Background: an optimization exercise with open tools, aiming at small area. Do not read the settings as production practice. The RTL was checked by simulation tests, not by an equivalence proof against the original design.

yarrow:
==> module fifo_read_bit, before the edit <==
module fifo_read_bit (
  input  logic [15:0] d,
  input  logic [15:0] s,
  output logic        y
);
  assign y = |(d & s);
endmodule
==> module ahb_convolver, before the edit <==
module ahb_convolver (
  input  logic       tb_clk,
  input  logic       reset,
  input  logic       hsel,
  input  logic [4-1:0]  haddr,
  input  logic [1:0] htrans,
  input  logic       hwrite,
  input  logic [16-1:0]  hwdata,
  output logic [16-1:0]  hrdata,
  output logic       hresp
);
  logic        accept;
  logic        addr_error;
  logic        pop;
  logic [11:0] read_mux;
  logic [11:0] rdata_q;
  logic [2:0]  wr_sel;
  logic [35:0] coeff_stage;
  logic [11:0] sample_stage;
  logic        load_coeff;
  logic        load_sample;
  logic        busy;
  logic        empty;
  logic        overflow;
  logic [10:0] rd_data;
  assign accept = hsel && htrans[1];
  always_comb begin
    case (haddr)
      4'd0, 4'd2: addr_error = hwrite;
      4'd4, 4'd6, 4'd8, 4'd10, 4'd12: addr_error = 1'b0;
      default: addr_error = 1'b1;
    endcase
  end
  assign pop = accept && !hwrite && (haddr == 4'd2);
  always_comb begin
    case (haddr[3:1])
      3'd0: read_mux = {9'd0, overflow, !empty, busy};
      3'd1: read_mux = {1'b0, rd_data};
      3'd2: read_mux = sample_stage;
      3'd3: read_mux = coeff_stage[11:0];
      3'd4: read_mux = coeff_stage[23:12];
      3'd5: read_mux = coeff_stage[35:24];
      default: read_mux = '0;
    endcase
  end
  always_ff @(posedge tb_clk) begin
    if (reset) begin
      hresp <= 1'b0;
      rdata_q <= '0;
      wr_sel <= '0;
    end else begin
      hresp <= accept && addr_error;
      rdata_q <= (accept && !hwrite && !addr_error) ? read_mux : '0;
      wr_sel <= (accept && hwrite && !addr_error) ? haddr[3:1] : 3'd0;
    end
  end
  assign hrdata = {4'd0, rdata_q};
  logic [11:0] stage_data;
  assign stage_data = hwdata[11:0] & {12{!reset}};
  always_ff @(posedge tb_clk) begin
    if (reset || wr_sel == 3'd2) sample_stage <= stage_data;
    if (reset || wr_sel == 3'd3) coeff_stage[11:0] <= stage_data;
    if (reset || wr_sel == 3'd4) coeff_stage[23:12] <= stage_data;
    if (reset || wr_sel == 3'd5) coeff_stage[35:24] <= stage_data;
  end
  always_ff @(posedge tb_clk) begin
    if (reset) begin
      load_coeff <= 1'b0;
      load_sample <= 1'b0;
    end else begin
      load_coeff <= (wr_sel == 3'd6) && hwdata[0];
      load_sample <= (wr_sel == 3'd6) && hwdata[1] && !hwdata[0];
    end
  end
  logic [35:0] kernel;
  logic        kernel_clear;
  logic [23:0] window;
  logic [1:0]  fill_q;
  always_ff @(posedge tb_clk) begin
    if (reset) begin
      kernel_clear <= 1'b1;
    end else if (load_coeff) begin
      kernel_clear <= 1'b0;
    end
  end
  always_ff @(posedge tb_clk) begin
    if (load_coeff) kernel <= coeff_stage;
  end
  always_ff @(posedge tb_clk) begin
    if (load_sample) window <= {sample_stage, window[23:12]};
  end
  logic [12:0] part_n;
  logic [12:0] part_q;
  logic [10:0] sum_n;
  logic [10:0] res_q;
  logic [2:0]  vld_q;
  logic        push;
  mac_stage1 i_mac_stage1 (
    .kernel  (kernel),
    .samples ({sample_stage, window}),
    .part_n  (part_n)
  );
  mac_stage2 i_mac_stage2 (
    .part_n  (part_q),
    .sum_n   (sum_n)
  );
  always_ff @(posedge tb_clk) begin
    part_q <= part_n;
    res_q <= ~sum_n & {11{!kernel_clear}};
  end
  always_ff @(posedge tb_clk) begin
    if (reset) begin
      fill_q <= '0;
      vld_q <= '0;
    end else begin
      if (load_sample && !fill_q[1]) fill_q <= fill_q + 2'd1;
      vld_q <= {vld_q[1:0], load_sample && fill_q[1]};
    end
  end
  assign push = vld_q[2];
  assign busy = (|vld_q) || load_coeff || load_sample;
  logic [15:0][10:0] mem;
  logic [4:0]  wr_ptr;
  logic [4:0]  rd_ptr;
  logic [4:0]  wr_ptr_d;
  logic        do_pop;
  logic        fits;
  logic        fits_q;
  assign empty = (wr_ptr == rd_ptr);
  assign do_pop = pop && !empty;
  assign wr_ptr_d = wr_ptr + 5'(fits_q);
  assign fits = !((wr_ptr_d == {~rd_ptr[4], rd_ptr[3:0]}) && !do_pop);
  always_ff @(posedge tb_clk) begin
    for (int i = 0; i < 16; i++) begin
      if (vld_q[1] && fits && wr_ptr_d[3:0] == 4'(i)) mem[i] <= res_q;
    end
  end
  always_ff @(posedge tb_clk) begin
    if (reset) begin
      wr_ptr <= '0;
      rd_ptr <= '0;
      fits_q <= 1'b0;
      overflow <= 1'b0;
    end else begin
      wr_ptr <= wr_ptr_d;
      if (do_pop) rd_ptr <= rd_ptr + 5'd1;
      fits_q <= vld_q[1] && fits;
      if (push && !fits_q) overflow <= 1'b1;
    end
  end
  logic [15:0] head_sel;
  logic [10:0][15:0] mem_bits;
  always_comb begin
    for (int i = 0; i < 16; i++) head_sel[i] = (rd_ptr[3:0] == 4'(i)) && !empty;
    for (int b = 0; b < 11; b++) begin
      for (int i = 0; i < 16; i++) mem_bits[b][i] = mem[i][b];
    end
  end
  for (genvar b = 0; b < 11; b++) begin : g_head
    fifo_read_bit u_bit (
      .d (mem_bits[b]),
      .s (head_sel),
      .y (rd_data[b])
    );
  end
endmodule
Settings: LEC_CHECK=0, CAP_MARGIN=20, CORE_MARGIN=2, CORE_UTILIZATION=65, SLEW_MARGIN=20, SYNTH_HIERARCHICAL=1; clock period 6.0 ns.
standard.sh (not shown) runs the stock make flow with config.mk's settings and CLKGATE_MAP_FILE= SYNTH_SCRIPT=/design/flow/synth_recipe.tcl, a recipe that flattens the netlist after the stock synthesis.
==> flow/flow/run.sh <==
#!/bin/bash
set -euo pipefail
export BUFFER_PORTS_ARGS="-buffer_cell sky130_fd_sc_hd__buf_1"
export CTS_ARGS="-sink_clustering_enable -repair_clock_nets -dont_use_dummy_load -buf_list sky130_fd_sc_hd__clkbuf_4 -sink_clustering_size 10 -sink_clustering_max_diameter 60"
export RECOVER_POWER=100
export POST_GLOBAL_ROUTE_TCL="$(pwd)/flow/post_grt.tcl"
bash standard.sh > standard.log 2>&1
==> flow/flow/post_grt.tcl <==
# Runs at the end of ORFS's global route step (POST_GLOBAL_ROUTE_TCL), after
# power recovery. Synthesis maps for speed and leaves cells stronger than the
# design needs; this swaps every logic cell of drive strength 2 or more for its
# drive-1 version (same function), then lets the resizer fix max slew and
# capacitance and any setup violation again, legalizes, and rewrites the
# route guides for the nets that changed. Flip-flops, the clock tree and the
# port buffers are left alone.
log_cmd global_route -start_incremental

set db [ord::get_db]
set block [ord::get_db_block]
set swapped 0
foreach inst [$block getInsts] {
  set iname [$inst getName]
  if { [string match "clkbuf_*" $iname] || [string match "clkload*" $iname]
       || [string match "input*" $iname] || [string match "output*" $iname] } {
    continue
  }
  set mname [[$inst getMaster] getName]
  if { ![regexp {^(sky130_fd_sc_hd__[a-z0-9]+)_([0-9]+)$} $mname -> base drive] } {
    continue
  }
  if { $drive < 2 || [regexp {df|dl|tap|fill|decap|conb|clk} $base] } {
    continue
  }
  set small "${base}_1"
  if { [$db findMaster $small] == "NULL" } {
    continue
  }
  replace_cell $iname $small
  incr swapped
}
puts "Downsized $swapped cells to drive strength 1"
log_cmd detailed_placement
log_cmd global_route -end_incremental

log_cmd estimate_parasitics -global_routing
log_cmd global_route -start_incremental
repair_design_helper
repair_timing_helper -setup
log_cmd detailed_placement
log_cmd global_route -end_incremental
log_cmd estimate_parasitics -global_routing
write_guides $::env(RESULTS_DIR)/route.guide
Seen in the log of yarrow: EST-0104 during global routing (5_1_grt), after which the run never completed.
Setup changes, yarrow to juniper
diff --git a/flow/design.v b/flow/design.v
--- a/flow/design.v
+++ b/flow/design.v
@@ -727,16 +727,8 @@
   assign s_n = ~(a_n ^ b_n);
   assign co_n = a_n | b_n;
 endmodule
 `timescale 1ns/1ns
-module fifo_read_bit (
-  input  logic [15:0] d,
-  input  logic [15:0] s,
-  output logic        y
-);
-  assign y = |(d & s);
-endmodule
-`timescale 1ns/1ns
 module ahb_convolver (
   input  logic       tb_clk,
   input  logic       reset,
   input  logic       hsel,
@@ -885,20 +877,11 @@
       fits_q <= vld_q[1] && fits;
       if (push && !fits_q) overflow <= 1'b1;
     end
   end
-  logic [15:0] head_sel;
-  logic [10:0][15:0] mem_bits;
   always_comb begin
-    for (int i = 0; i < 16; i++) head_sel[i] = (rd_ptr[3:0] == 4'(i)) && !empty;
-    for (int b = 0; b < 11; b++) begin
-      for (int i = 0; i < 16; i++) mem_bits[b][i] = mem[i][b];
+    rd_data = '0;
+    for (int i = 0; i < 16; i++) begin
+      rd_data = rd_data | (mem[i] & {11{rd_ptr[3:0] == 4'(i) && !empty}});
     end
   end
-  for (genvar b = 0; b < 11; b++) begin : g_head
-    fifo_read_bit u_bit (
-      .d (mem_bits[b]),
-      .s (head_sel),
-      .y (rd_data[b])
-    );
-  end
 endmodule
==> comparison <==
Status: juniper FAILED at global routing (5_1_grt) (tool error). Synthesized area delta (yarrow -> juniper): insignificant. yarrow -> juniper: synthesized instance count increased by a few percent. From yarrow to juniper the numbers moved as follows: CTS buffer count did not really move, number of gates given a new drive strength after cts ~0 delta, detailed placement HPWL went down by 1.1%, starting utilization of the core area roughly the same. Between juniper and yarrow, the difference in die width is negligible.
